Source: an optimization exercise on an open RTL-to-GDS flow (aim: small area, a short achievable clock period and few clock cycles per item). Production flows keep margins and buffers that such runs may drop. RTL that was checked went through simulation tests only; none was proved equivalent to the original.

== trial 16 ==
// timer_multiplexer_min_heap_core
module timer_multiplexer_min_heap_core (
    input  logic        clk,
    input  logic        rst_n,
    input  logic        req_valid,
    output logic        req_ready,
    input  logic        req_operation,
    input  logic [31:0] req_timeout,
    input  logic [7:0]  req_callback_handle,
    output logic        rsp_valid,
    input  logic        rsp_ready,
    output logic [2:0]  rsp_kind,
    output logic [7:0]  rsp_fired_handle,
    output logic [31:0] rsp_delay_ms,
    output logic        rsp_last
);
Size in the first run: roughly 5500 cells after synthesis, about 890 flip-flops, roughly 91 I/O pins.
clock: 7.0 ns
lec_check: 0
abc_clock_period_in_ps: 4000
cap_margin: 20
core_margin: 2
core_utilization: 65
place_density: 0.8
setup_slack_margin: 2.5
slew_margin: 20
run.sh (not shown) runs the stock make flow with config.mk's settings and CLKGATE_MAP_FILE= SYNTH_SCRIPT=/design/flow/synth_recipe.tcl, a recipe that flattens the netlist after the stock synthesis.
### trial 16 -> build 19
- clearing PLACE_DENSITY, which used to be 0.8
- swapping 4000 for 4500 in ABC_CLOCK_PERIOD_IN_PS
- swapping 2.5 for 1.5 in SETUP_SLACK_MARGIN
### Flow results
In build 19 the post-route cell area turned out about 2.7% lower than in trial 16. Run comparison: trial 16 first element of the critical path u_back.se_reg[1][9]; build 19 first element of the critical path u_back.se_reg[0][7]. Comparing build 19 and trial 16, the lower highest clock frequency the design can meet is on build 19. Delta (build 19 minus trial 16): count of buffer and inverter cells on the critical path has increased. Worst setup slack for build 19: 0.79 ns down relative to trial 16.
No functional check of the RTL was part of any run of this note.

timer_multiplexer_min_heap_core, a different RTL version from the one above (not shown whole).
For scale: about 5600 cells after synthesis, about 91 I/O pins.
==> flow/config.mk <==
export PLATFORM = sky130hd
export DESIGN_NAME = timer_multiplexer_min_heap_core
export DESIGN_NICKNAME = timer_multiplexer_min_heap_core
export VERILOG_FILES = /design/flow/design.v
export SDC_FILE = /design/flow/constraint.sdc
export NUM_CORES = 4
export LEC_CHECK = 0
export ABC_CLOCK_PERIOD_IN_PS = 4000
export CAP_MARGIN = 20
export CORE_MARGIN = 2
export CORE_UTILIZATION = 65
export CTS_CLUSTER_DIAMETER = 100
export CTS_CLUSTER_SIZE = 25
export PLACE_DENSITY = 0.8
export SETUP_SLACK_MARGIN = 2.8
export SLEW_MARGIN = 20
export TNS_END_PERCENT = 10
==> flow/constraint.sdc <==
create_clock -name core_clock -period 7.0 [get_ports {clk}]
set_input_delay 1.4000 -clock core_clock [delete_from_list [all_inputs] [get_ports {clk}]]
set_output_delay 1.4000 -clock core_clock [all_outputs]
set_load 0.01 [all_outputs]
Testbench counts at the start, summed over its fixed seeds: cycles 6,709, requests 4,800.
Change:
CTS_CLUSTER_DIAMETER = not set   (was 100)
CTS_CLUSTER_SIZE = not set   (was 25)
Effect: Worst hold slack is better by 0.0030 ns. Core utilization increases by 2.4 points. Die area stays the same. Cell count climbs by 1.6%. Via count climbs by 1.8%. Worst setup slack is worse by 0.033 ns. Count of clock-buffer cells in the layout is higher by 60. Critical path depth does not change. Synthesized cell count does not change. Routed wire length is higher by 3.2%. Non-clock buffer count came out higher by 11.

== build 85 ==
timer_multiplexer_min_heap_core again, from the RTL that the note above started with.
==> flow/config.mk <==
export PLATFORM = sky130hd
export DESIGN_NAME = timer_multiplexer_min_heap_core
export DESIGN_NICKNAME = timer_multiplexer_min_heap_core
export VERILOG_FILES = /design/flow/design.v
export SDC_FILE = /design/flow/constraint.sdc
export NUM_CORES = 4
export LEC_CHECK = 0
export ABC_CLOCK_PERIOD_IN_PS = 4000
export CAP_MARGIN = 20
export CORE_MARGIN = 2
export CORE_UTILIZATION = 65
export CTS_BUF_LIST = sky130_fd_sc_hd__clkbuf_4 sky130_fd_sc_hd__clkbuf_8
export PLACE_DENSITY = 0.8
export SETUP_SLACK_MARGIN = 2.8
export SLEW_MARGIN = 20
export TNS_END_PERCENT = 10
==> flow/constraint.sdc <==
create_clock -name core_clock -period 7.0 [get_ports {clk}]
set_input_delay 1.4000 -clock core_clock [delete_from_list [all_inputs] [get_ports {clk}]]
set_output_delay 1.4000 -clock core_clock [all_outputs]
set_load 0.01 [all_outputs]
Testbench counts of build 85, summed over its fixed seeds: cycles 6,709, requests 4,800.
Input changes introduced in trial 50 (baseline for comparison: build 85):
- CTS_CLUSTER_SIZE newly set to 22
- CTS_CLUSTER_DIAMETER newly set to 90
- CTS_BUF_LIST removed (was sky130_fd_sc_hd__clkbuf_4 sky130_fd_sc_hd__clkbuf_8)
Results
Trial 50 vs. build 85: core utilization -1.7 points, routed wire length went down about 1%, maximum frequency climbed about 1%, met3 demand-to-capacity share in global routing fell 0.74 points, fraction of the mapped netlist area in adder cells stayed essentially flat. Taking build 85 as the reference, in trial 50 global-route wire length before repair now larger, layout overhead on the synthesized area down 2.5 points, horizontal die dimension roughly the same, routing usage on met1 shows an increase of 0.43 points.

==> afterwards: timing with drivers on the ports <==
How much do the figures lean on ideal ports? The routed layouts below were timed once more, with nothing changed but the port constraints.
Step 1 (the two cells are an assumption about what drives the block):
set clk [get_ports {clk}]
set_driving_cell -lib_cell sky130_fd_sc_hd__clkbuf_16 $clk
set_driving_cell -lib_cell sky130_fd_sc_hd__buf_2 [delete_from_list [all_inputs] $clk]
Step 2 adds t to the input delays and takes it off the output delays; t is the mean of the earliest and latest rising clock arrival at the registers after step 1. Input paths then give back, and output paths get back, about the clock's delay inside the block.
Slacks: ideal ports / drivers / drivers and shift; pairs: ideal ports / drivers.
| run | t (ns) | slack for setup (ns) | hold WS [ns] | worst slew at a driven data input, ns | cell pins on the clock port's net |
|---|---|---|---|---|---|
| trial 16 | 0.751 | 2.375 / 2.298 / 1.989 | 0.492 / 0.492 / 0.492 | 0.05 | 1 |
| build 19 | 0.752 | 1.586 / 1.515 / 1.609 | 0.453 / 0.453 / 0.453 | 0.05 | 1 |
| the first run of note 2 | 0.700 | 2.662 / 2.662 / 2.125 | 0.487 / 0.487 / 0.487 | 0.04 | 1 |
| the second run of note 2 | 0.733 | 2.629 / 2.629 / 2.146 | 0.490 / 0.490 / 0.490 | 0.04 | 1 |
| build 85 | 0.899 | 2.619 / 2.619 / 2.091 | 0.485 / 0.485 / 0.485 | 0.04 | 1 |
| trial 50 | 0.722 | 2.665 / 2.665 / 2.072 | 0.487 / 0.487 / 0.487 | 0.04 | 1 |
After both steps setup and hold are still met in every run listed. The setup slack of trial 50, which loses most, moves by 0.000 ns with the drivers and by -0.593 ns with both steps.
